This is an optimization exercise on Yosys and OpenROAD, whose aim is a short achievable clock period and few clock cycles per item, not a production implementation.
In this exercise RTL edits were held to simulation tests only and were not proved equivalent to the original.
Power is estimated from default activity; no workload was simulated.

`design/flow/config.mk`:
```
export PLATFORM = sky130hd
export DESIGN_NAME = int_core_top
export DESIGN_NICKNAME = int_core_top
export VERILOG_FILES = /design/flow/design.v
export SDC_FILE = /design/flow/constraint.sdc
export NUM_CORES = 4
export LEC_CHECK = 0
export CAP_MARGIN = 20
export CORE_MARGIN = 2
export CORE_UTILIZATION = 40
export SETUP_SLACK_MARGIN = 1.0
export SLEW_MARGIN = 20
```
`design/flow/constraint.sdc`:
```
create_clock -name core_clock -period 5.2 [get_ports {clk}]
set_input_delay 1.0400 -clock core_clock [delete_from_list [all_inputs] [get_ports {clk}]]
set_output_delay 1.0400 -clock core_clock [all_outputs]
set_load 0.01 [all_outputs]
```
`design/flow/design.v`:
```
`default_nettype none
package core_pkg;
    localparam int DATA_W     = 32;
    localparam int REG_ADDR_W = 5;
    localparam int NUM_REGS   = 32;
    typedef logic [DATA_W-1:0]     data_t;
    typedef logic [REG_ADDR_W-1:0] reg_addr_t;
    typedef logic [31:0]           inst_word_t;
    typedef logic [4:0]            alu_op_t;
    localparam alu_op_t ALU_ADD  = 5'h00;
    localparam alu_op_t ALU_SUB  = 5'h01;
    localparam alu_op_t ALU_SLT  = 5'h02;
    localparam alu_op_t ALU_SLTU = 5'h03;
    localparam alu_op_t ALU_AND  = 5'h04;
    localparam alu_op_t ALU_OR   = 5'h05;
    localparam alu_op_t ALU_NOR  = 5'h06;
    localparam alu_op_t ALU_XOR  = 5'h07;
    localparam alu_op_t ALU_SLL  = 5'h08;
    localparam alu_op_t ALU_SRL  = 5'h09;
    localparam alu_op_t ALU_SRA  = 5'h0a;
    localparam alu_op_t ALU_LUI  = 5'h0b;
    localparam logic [16:0] OPC17_ADD  = 17'h00020;
    localparam logic [16:0] OPC17_SUB  = 17'h00022;
    localparam logic [16:0] OPC17_SLT  = 17'h00024;
    localparam logic [16:0] OPC17_SLTU = 17'h00025;
    localparam logic [16:0] OPC17_NOR  = 17'h00028;
    localparam logic [16:0] OPC17_AND  = 17'h00029;
    localparam logic [16:0] OPC17_OR   = 17'h0002a;
    localparam logic [16:0] OPC17_XOR  = 17'h0002b;
    localparam logic [16:0] OPC17_SLL  = 17'h0002e;
    localparam logic [16:0] OPC17_SRL  = 17'h0002f;
    localparam logic [16:0] OPC17_SRA  = 17'h00030;
    localparam logic [16:0] OPC17_SLLI = 17'h00081;
    localparam logic [16:0] OPC17_SRLI = 17'h00089;
    localparam logic [16:0] OPC17_SRAI = 17'h00091;
    localparam logic [9:0] OPC10_SLTI  = 10'h008;
    localparam logic [9:0] OPC10_SLTUI = 10'h009;
    localparam logic [9:0] OPC10_ADDI  = 10'h00a;
    localparam logic [9:0] OPC10_ANDI  = 10'h00d;
    localparam logic [9:0] OPC10_ORI   = 10'h00e;
    localparam logic [9:0] OPC10_XORI  = 10'h00f;
    localparam logic [6:0] OPC7_LU12I = 7'h0a;
endpackage
`default_nettype wire
`timescale 1ns/100ps
`default_nettype none
module reg_file (
    input  logic                clk,
    input  core_pkg::reg_addr_t i_raddr0,
    input  core_pkg::reg_addr_t i_raddr1,
    output core_pkg::data_t     o_rdata0,
    output core_pkg::data_t     o_rdata1,
    input  logic                i_we,
    input  core_pkg::reg_addr_t i_waddr,
    input  core_pkg::data_t     i_wdata
);
    core_pkg::data_t regs [1:core_pkg::NUM_REGS-1];
    function automatic core_pkg::data_t read_port(input core_pkg::reg_addr_t addr);
        core_pkg::data_t val;
        if (addr == '0) begin
            val = '0;
        end else if (i_we && addr == i_waddr) begin
            val = i_wdata;
        end else begin
            val = regs[addr];
        end
        read_port = val;
    endfunction
    always_comb begin
        o_rdata0 = read_port(i_raddr0);
        o_rdata1 = read_port(i_raddr1);
    end
    always_ff @(posedge clk) begin
        if (i_we && i_waddr != '0) begin
            regs[i_waddr] <= i_wdata;
        end
    end
endmodule
`default_nettype wire
`timescale 1ns/100ps
`default_nettype none
module inst_decode (
    input  logic                 clk,
    input  logic                 rstn,
    input  logic                 i_advance,
    input  logic                 i_inst_valid,
    input  core_pkg::inst_word_t i_inst,
    output core_pkg::reg_addr_t  o_rs1,
    output core_pkg::reg_addr_t  o_rs2,
    input  core_pkg::data_t      i_rs1_data,
    input  core_pkg::data_t      i_rs2_data,
    output logic                 o_valid,
    output core_pkg::alu_op_t    o_op,
    output core_pkg::reg_addr_t  o_rd,
    output core_pkg::reg_addr_t  o_rs1_q,
    output core_pkg::reg_addr_t  o_rs2_q,
    output core_pkg::data_t      o_rs1_data,
    output core_pkg::data_t      o_rs2_data,
    output core_pkg::data_t      o_imm,
    output logic                 o_use_imm
);
    logic [16:0] op17;
    logic [9:0]  op10;
    logic [6:0]  op7;
    logic        matched;
    core_pkg::alu_op_t     dec_op;
    core_pkg::data_t       dec_imm;
    logic        dec_use_imm;
    assign op17  = i_inst[31:15];
    assign op10  = i_inst[31:22];
    assign op7   = i_inst[31:25];
    assign o_rs1 = i_inst[9:5];
    assign o_rs2 = i_inst[14:10];
    always_comb begin
        matched     = 1'b1;
        dec_op      = core_pkg::ALU_ADD;
        dec_imm     = '0;
        dec_use_imm = 1'b0;
        case (op17)
            core_pkg::OPC17_ADD:  dec_op = core_pkg::ALU_ADD;
            core_pkg::OPC17_SUB:  dec_op = core_pkg::ALU_SUB;
            core_pkg::OPC17_SLT:  dec_op = core_pkg::ALU_SLT;
            core_pkg::OPC17_SLTU: dec_op = core_pkg::ALU_SLTU;
            core_pkg::OPC17_NOR:  dec_op = core_pkg::ALU_NOR;
            core_pkg::OPC17_AND:  dec_op = core_pkg::ALU_AND;
            core_pkg::OPC17_OR:   dec_op = core_pkg::ALU_OR;
            core_pkg::OPC17_XOR:  dec_op = core_pkg::ALU_XOR;
            core_pkg::OPC17_SLL:  dec_op = core_pkg::ALU_SLL;
            core_pkg::OPC17_SRL:  dec_op = core_pkg::ALU_SRL;
            core_pkg::OPC17_SRA:  dec_op = core_pkg::ALU_SRA;
            core_pkg::OPC17_SLLI, core_pkg::OPC17_SRLI, core_pkg::OPC17_SRAI: begin
                dec_use_imm = 1'b1;
                dec_imm     = {27'd0, i_inst[14:10]};
                if (op17 == core_pkg::OPC17_SLLI) begin
                    dec_op = core_pkg::ALU_SLL;
                end else if (op17 == core_pkg::OPC17_SRLI) begin
                    dec_op = core_pkg::ALU_SRL;
                end else begin
                    dec_op = core_pkg::ALU_SRA;
                end
            end
            default: begin
                dec_use_imm = 1'b1;
                case (op10)
                    core_pkg::OPC10_ADDI, core_pkg::OPC10_SLTI, core_pkg::OPC10_SLTUI: begin
                        dec_imm = {{20{i_inst[21]}}, i_inst[21:10]};
                        if (op10 == core_pkg::OPC10_ADDI) begin
                            dec_op = core_pkg::ALU_ADD;
                        end else if (op10 == core_pkg::OPC10_SLTI) begin
                            dec_op = core_pkg::ALU_SLT;
                        end else begin
                            dec_op = core_pkg::ALU_SLTU;
                        end
                    end
                    core_pkg::OPC10_ANDI: begin
                        dec_op  = core_pkg::ALU_AND;
                        dec_imm = {20'd0, i_inst[21:10]};
                    end
                    core_pkg::OPC10_ORI: begin
                        dec_op  = core_pkg::ALU_OR;
                        dec_imm = {20'd0, i_inst[21:10]};
                    end
                    core_pkg::OPC10_XORI: begin
                        dec_op  = core_pkg::ALU_XOR;
                        dec_imm = {20'd0, i_inst[21:10]};
                    end
                    default: begin
                        dec_op  = core_pkg::ALU_LUI;
                        dec_imm = {i_inst[24:5], 12'd0};
                        matched = (op7 == core_pkg::OPC7_LU12I);
                    end
                endcase
            end
        endcase
    end
    always_ff @(posedge clk) begin
        if (!rstn) begin
            o_valid <= 1'b0;
        end else if (i_advance) begin
            o_valid <= i_inst_valid & matched;
        end
    end
    always_ff @(posedge clk) begin
        if (i_advance) begin
            o_op       <= dec_op;
            o_rd       <= i_inst[4:0];
            o_rs1_q    <= o_rs1;
            o_rs2_q    <= o_rs2;
            o_rs1_data <= i_rs1_data;
            o_rs2_data <= i_rs2_data;
            o_imm      <= dec_imm;
            o_use_imm  <= dec_use_imm;
        end
    end
endmodule
`default_nettype wire
`timescale 1ns/100ps
`default_nettype none
module alu_execute (
    input  logic                clk,
    input  logic                rstn,
    input  logic                i_advance,
    input  logic                i_valid,
    input  core_pkg::alu_op_t   i_op,
    input  core_pkg::reg_addr_t i_rd,
    input  core_pkg::reg_addr_t i_rs1,
    input  core_pkg::reg_addr_t i_rs2,
    input  core_pkg::data_t     i_rs1_data,
    input  core_pkg::data_t     i_rs2_data,
    input  core_pkg::data_t     i_imm,
    input  logic                i_use_imm,
    input  logic                i_w_valid,
    input  core_pkg::reg_addr_t i_w_rd,
    input  core_pkg::data_t     i_w_data,
    output logic                o_valid,
    output core_pkg::reg_addr_t o_rd,
    output core_pkg::data_t     o_data
);
    core_pkg::data_t    src1;
    core_pkg::data_t    src2;
    core_pkg::data_t    result;
    logic [4:0] shamt;
    function automatic core_pkg::data_t forward(input core_pkg::reg_addr_t rs, input core_pkg::data_t rf_data);
        core_pkg::data_t val;
        if (rs == '0) begin
            val = '0;
        end else if (o_valid && o_rd == rs) begin
            val = o_data;
        end else if (i_w_valid && i_w_rd == rs) begin
            val = i_w_data;
        end else begin
            val = rf_data;
        end
        forward = val;
    endfunction
    always_comb begin
        src1 = forward(i_rs1, i_rs1_data);
        if (i_use_imm) begin
            src2 = i_imm;
        end else begin
            src2 = forward(i_rs2, i_rs2_data);
        end
    end
    assign shamt = src2[4:0];
    always_comb begin
        case (i_op)
            core_pkg::ALU_ADD:  result = src1 + src2;
            core_pkg::ALU_SUB:  result = src1 - src2;
            core_pkg::ALU_SLT:  result = {31'd0, $signed(src1) < $signed(src2)};
            core_pkg::ALU_SLTU: result = {31'd0, src1 < src2};
            core_pkg::ALU_AND:  result = src1 & src2;
            core_pkg::ALU_OR:   result = src1 | src2;
            core_pkg::ALU_NOR:  result = ~(src1 | src2);
            core_pkg::ALU_XOR:  result = src1 ^ src2;
            core_pkg::ALU_SLL:  result = src1 << shamt;
            core_pkg::ALU_SRL:  result = src1 >> shamt;
            core_pkg::ALU_SRA:  result = core_pkg::data_t'($signed(src1) >>> shamt);
            core_pkg::ALU_LUI:  result = i_imm;
            default:  result = '0;
        endcase
    end
    always_ff @(posedge clk) begin
        if (!rstn) begin
            o_valid <= 1'b0;
        end else if (i_advance) begin
            o_valid <= i_valid;
        end
    end
    always_ff @(posedge clk) begin
        if (i_advance) begin
            o_rd   <= i_rd;
            o_data <= result;
        end
    end
endmodule
`default_nettype wire
`timescale 1ns/100ps
`default_nettype none
module writeback_stage (
    input  logic                clk,
    input  logic                rstn,
    input  logic                i_advance,
    input  logic                i_valid,
    input  core_pkg::reg_addr_t i_rd,
    input  core_pkg::data_t     i_data,
    input  logic                i_ready_out,
    output logic                o_valid,
    output core_pkg::reg_addr_t o_rd,
    output core_pkg::data_t     o_data,
    output logic                o_rf_we,
    output core_pkg::reg_addr_t o_rf_waddr,
    output core_pkg::data_t     o_rf_wdata
);
    always_ff @(posedge clk) begin
        if (!rstn) begin
            o_valid <= 1'b0;
        end else if (i_advance) begin
            o_valid <= i_valid;
        end
    end
    always_ff @(posedge clk) begin
        if (i_advance) begin
            o_rd   <= i_rd;
            o_data <= (i_rd == core_pkg::reg_addr_t'(0)) ? core_pkg::data_t'(0) : i_data;
        end
    end
    assign o_rf_we    = o_valid & i_ready_out;
    assign o_rf_waddr = o_rd;
    assign o_rf_wdata = o_data;
endmodule
`default_nettype wire
`timescale 1ns/100ps
`default_nettype none
module int_core_top (
    input  logic                 clk,
    input  logic                 rstn,
    input  logic                 i_inst_valid,
    input  core_pkg::inst_word_t i_inst,
    output logic                 o_inst_ready,
    output logic                 o_wb_valid,
    output core_pkg::reg_addr_t  o_wb_rd,
    output core_pkg::data_t      o_wb_data,
    input  logic                 i_wb_ready
);
    logic      advance;
    core_pkg::reg_addr_t rs1;
    core_pkg::reg_addr_t rs2;
    core_pkg::data_t     rs1_data;
    core_pkg::data_t     rs2_data;
    logic      d_valid;
    core_pkg::alu_op_t   d_op;
    core_pkg::reg_addr_t d_rd;
    core_pkg::reg_addr_t d_rs1;
    core_pkg::reg_addr_t d_rs2;
    core_pkg::data_t     d_rs1_data;
    core_pkg::data_t     d_rs2_data;
    core_pkg::data_t     d_imm;
    logic      d_use_imm;
    logic      e_valid;
    core_pkg::reg_addr_t e_rd;
    core_pkg::data_t     e_data;
    logic      w_valid;
    core_pkg::reg_addr_t w_rd;
    core_pkg::data_t     w_data;
    logic      rf_we;
    core_pkg::reg_addr_t rf_waddr;
    core_pkg::data_t     rf_wdata;
    assign advance      = ~(w_valid & ~i_wb_ready);
    assign o_inst_ready = advance;
    assign o_wb_valid   = w_valid;
    assign o_wb_rd      = w_rd;
    assign o_wb_data    = w_data;
    inst_decode u_decode (
        .clk          (clk),
        .rstn         (rstn),
        .i_advance    (advance),
        .i_inst_valid (i_inst_valid),
        .i_inst       (i_inst),
        .o_rs1        (rs1),
        .o_rs2        (rs2),
        .i_rs1_data   (rs1_data),
        .i_rs2_data   (rs2_data),
        .o_valid      (d_valid),
        .o_op         (d_op),
        .o_rd         (d_rd),
        .o_rs1_q      (d_rs1),
        .o_rs2_q      (d_rs2),
        .o_rs1_data   (d_rs1_data),
        .o_rs2_data   (d_rs2_data),
        .o_imm        (d_imm),
        .o_use_imm    (d_use_imm)
    );
    reg_file u_regs (
        .clk      (clk),
        .i_raddr0 (rs1),
        .i_raddr1 (rs2),
        .o_rdata0 (rs1_data),
        .o_rdata1 (rs2_data),
        .i_we     (rf_we),
        .i_waddr  (rf_waddr),
        .i_wdata  (rf_wdata)
    );
    alu_execute u_execute (
        .clk        (clk),
        .rstn       (rstn),
        .i_advance  (advance),
        .i_valid    (d_valid),
        .i_op       (d_op),
        .i_rd       (d_rd),
        .i_rs1      (d_rs1),
        .i_rs2      (d_rs2),
        .i_rs1_data (d_rs1_data),
        .i_rs2_data (d_rs2_data),
        .i_imm      (d_imm),
        .i_use_imm  (d_use_imm),
        .i_w_valid  (w_valid),
        .i_w_rd     (w_rd),
        .i_w_data   (w_data),
        .o_valid    (e_valid),
        .o_rd       (e_rd),
        .o_data     (e_data)
    );
    writeback_stage u_writeback (
        .clk         (clk),
        .rstn        (rstn),
        .i_advance   (advance),
        .i_valid     (e_valid),
        .i_rd        (e_rd),
        .i_data      (e_data),
        .i_ready_out (i_wb_ready),
        .o_valid     (w_valid),
        .o_rd        (w_rd),
        .o_data      (w_data),
        .o_rf_we     (rf_we),
        .o_rf_waddr  (rf_waddr),
        .o_rf_wdata  (rf_wdata)
    );
endmodule
`default_nettype wire
```
`design/flow/run.sh`:
```
#!/bin/bash
# synth_recipe.tcl (not shown) runs the flow's synth.tcl, then flattens the netlist and writes it again
# the make line also repeats each setting of config.mk as NAME=value (left out here)
make -C /OpenROAD-flow-scripts/flow DESIGN_CONFIG=/design/flow/config.mk WORK_HOME=/design/flow/orfs CLKGATE_MAP_FILE= SYNTH_SCRIPT=/design/flow/synth_recipe.tcl finish
```
==> summary.txt <==
status=no timing/DRC/antenna violations; Clock H-tree levels=4; pin count of the biggest net entering global routing=83; max frequency=~210 MHz; Starting Density=0.401; Finished Core Util=0.473; design area=about 76000 µm²; drt first-iter violations=~6300; antenna viol nets, final=0; Int Power=~17000 µW; Flop pwr share=0.465; commonest non-fill, non-tap cell in the layout=edfxtp_1; vias in the first global route=approximately 44000; DRC=0; CP endpoint=u_execute.o_data[29]$_DFFE_PN_; final hold vios=0; Setup Viol. Count Final=0; CTS root buf=clkbuf_16; synth warn=4; sw frac=0.265; Tcrit/Tclk final=0.905; HP Class=reg -> reg; core area=between 150000 and 200000 µm²; share of cells above drive strength 1=0.280; CTS tree=yes; register area share after synthesis=0.553; I/O pin cnt=75; CP Class=reg -> reg; r2r startpoint=u_writeback.o_rd[4]$_DFFE_PN_; CTS buffer count=131; setup total negative slack=0 ns; synthesized area=around 64000 µm²; crit path cell chain=xnor2_2, nand4_1, buf_4, o21ai_1, nand3_1, a32oi_4, ha_4, o21bai_4, a21oi_2, nor2_2, or3_4, a311oi_2, buf_4, o21ai_4, a2111oi_4, a211oi_2, o31a_1, a221oi_2, o21ai_1; r2r endpoint=u_execute.o_data[29]$_DFFE_PN_; RSZ-0062 raised after global routing=true; clock share of power=0.388; worst slack, placed=around 0.09 ns; drt pass-1 iters=6; num rows=approximately 150; Tot GR Track Use=0.287; cell count along the critical path=19; VDD IR max=around 380 µV; vias=roughly 46000; global-route wire length before repair=approximately 330 mm; Bufs and invs on worst path=2; net switching power=6270 µW; Max-Cap Viols=0; crit path max fanout=6; Via density=about 6.5; Netlist cell types=94; FILL cells=around 14000; Wirelength per Cell=~34 µm; syn avg cell area=14.2 µm²; Mapped Cells=about 4500; Nets=just under 5000; CTS Buffer Depth=3; # port buffers=74; worst-skew pair later-pin latency=roughly 0.80 ns; most frequent cells in the layout=edfxtp_1, mux4_2, buf_4; routability cong.=roughly 1.0; R2R depth=19; CP Launch Type=register; Seq cells post-synth=1185; count of hold-fix buffers inserted at cts=0; setup ws final=between 0.4 and 0.5 ns; Post-synth ARST share=0; Crit-path slowest cell=edfxtp_1; Die Ht=a little over 400 µm; die area=between 150000 and 200000 µm²; WP data arrival=between 5 and 6 ns; number of inserted diodes=0; number of synthesized flops with an enable pin=1182; ys flop type=edfxtp_1; total gr overflow=0; slowest stage delay, CP=between 0.4 and 0.5 ns; clk_skew=between 0.05 and 0.06 ns; hpwl dp=~160 mm; R2R setup slack=between 0.4 and 0.5 ns; CP delay by family, top=compound AO/OA/AOI/OAI gates; P_leak=about 0.026 µW; PwrDens=312 nW/µm²; post-layout minimum cycle time=roughly 4.7 ns; initial antenna violation count=5; combinational share of power=0.147; fin. max-slew vios=0; CTS Sinks=1185; P&R area growth vs syn=17.8%; CTS clk-pin slew, worst paths=approximately 0.060 ns; crit path launch=u_writeback.o_rd[4]$_DFFE_PN_; WL final=roughly 240 mm; placed cell areas=roughly 70000 µm²; die width=just over 400 µm; Slew headroom=0.296; Slew @ Worst Pin=1.06 ns; endpoint type of the worst setup path=register; Critical Path RT=around 5.7 ns; syn_nets=between 4000 and 5000
-- synth_stat cells (8+ instances only) --
cell	n	area, µm²
a22o_1	31	272
clkbuf_1	257	965
o21a_1	22	165
ha_1	99	1240
o22ai_1	71	444
and2_1	16	100
nor4_1	10	62.6
nand4_1	23	144
a211oi_1	106	796
nand2b_1	12	75.1
o211ai_1	50	375
a31oi_1	31	194
mux2i_1	378	3780
nor2_1	386	1450
buf_1	66	248
nand3_1	86	430
a221oi_1	21	184
xnor2_1	31	272
nand2_1	180	676
o21ai_1	19	95.1
a21oi_1	245	1230
o21bai_1	21	158
mux4_2	478	10800
a221o_1	12	120
or2_2	14	87.6
o31ai_1	16	120
xor2_1	8	70.1
nor3_1	59	295
inv_1	95	357
buf_2	26	130
or3_1	8	50.1
edfxtp_1	1182	35500
and3_1	9	56.3
a22oi_1	18	135
a21o_1	33	248
nor2b_1	47	294
o2111ai_1	11	96.3
o221ai_1	50	438
o21ai_0	174	871
-- power by group through the flow --
stage | Clock [µW] | Combinational, µW | Sequential, µW
floorplan | 0 | 1720 | 11200
global placement | 0 | 3160 | 11200
detailed placement | 0 | 3160 | 11200
CTS | 9310 | 3310 | 11000
global route | 9650 | 3660 | 11000
finish | 9160 | 3480 | 11000
-- cell families after synthesis --
group           share of synthesized area
fa+ha+maj                          0.0199
buf+inv                            0.0281
flops                               0.553
compound gates                      0.104
mux                                 0.228
simple gates                       0.0616
xor+xnor                          0.00557
-- state kept, by name, indices dropped and copies added, names as in the netlist, 32 cells and up --
signal and cells:
u_writeback.o_data 32, u_execute.o_data 32, u_decode.o_rs2_data 32, u_regs.regs 992, u_decode.o_rs1_data 32, u_decode.o_imm 32
-- through the flow --
step	total power (µW)	instances	hold slack, ns
3_3_place_gp	14300	6703	0.523
6_report	23600	7010	0.520
2_1_floorplan	12900	4530	0.400
3_5_place_dp	14300	6703	0.512
4_1_cts	23600	6983	0.520
5_1_grt	24300	7010	0.548
-- worst min path at each step --
stage / from / to / cells past startpoint
floorplan: u_decode.o_rd[0]$_DFFE_PN_ / u_execute.o_rd[0]$_DFFE_PN_ / 0
global placement: u_decode.o_valid$_SDFFE_PN0N_ / u_decode.o_valid$_SDFFE_PN0N_ / 2
detailed placement: u_decode.o_valid$_SDFFE_PN0N_ / u_decode.o_valid$_SDFFE_PN0N_ / 2
CTS: u_decode.o_valid$_SDFFE_PN0N_ / u_decode.o_valid$_SDFFE_PN0N_ / 2
global route: u_decode.o_valid$_SDFFE_PN0N_ / u_decode.o_valid$_SDFFE_PN0N_ / 2
finish: u_decode.o_valid$_SDFFE_PN0N_ / u_decode.o_valid$_SDFFE_PN0N_ / 2
-- final cells by class --
class / instances / area (µm²) / share of cell area
Sequential cell: 1185 / 35600 / 0.470
Timing Repair Buffer: 514 / 4610 / 0.0609
Tap cell: 2086 / 2610 / 0.0345
Inverter: 101 / 389 / 0.00514
Clock buffer: 150 / 3380 / 0.0447
Multi-Input combinational cell: 2887 / 28300 / 0.375
Clock inverter: 87 / 800 / 0.0106
-- timing repair --
item                                    in CTS  in global routing
endpoints found under the setup margin      30                 32
buffers inserted                            42                 27
resized for setup                          160                 90
pin swaps                                   70                 71
cloned                                       1                  0
-- tightest hold or removal path, cell delays in order, from the launching register on --
cell and delay [ns]:
dfxtp_1 0.31, a21oi_1 0.12, nor2b_1 0.05
-- metal layers --
layer | global-route usage | vias to the layer above | wire (µm)
met5 | 0 | - | 13
met4 | 0.114 | 2 | 10600
met3 | 0.0489 | 503 | 21500
met2 | 0.454 | 2597 | 111000
met1 | 0.396 | 23700 | 95000
li1 | - | 18900 | -
Testbench counts, summed over its fixed seeds: cycles 17,674, items 16,000.

[static timing again, ports no longer ideal]
The flow's constraints put no driver on any port. The routed layout listed below was extracted and timed again, unchanged, in two steps.
Step 1 (the two cells are an assumption about what drives the block):
set clk [get_ports {clk}]
set_driving_cell -lib_cell sky130_fd_sc_hd__clkbuf_16 $clk
set_driving_cell -lib_cell sky130_fd_sc_hd__buf_2 [delete_from_list [all_inputs] $clk]
Step 2, shift: input delay + t, output delay - t, t = (earliest + latest rising clock arrival at the registers) / 2. This alone moves slack from input paths to output paths.
a / b / c = no drivers / after step 1 / after step 2; a / b = the first two.
t, ns: 0.853
slack for setup (ns): 0.494 / 0.494 / 0.494
worst setup path after step 2: register to register
worst data-port slew with drivers (ns): 0.07
After both steps this run still meets setup and hold. For this run, drivers alone change the setup slack by 0.000 ns; drivers and shift together by 0.000 ns.
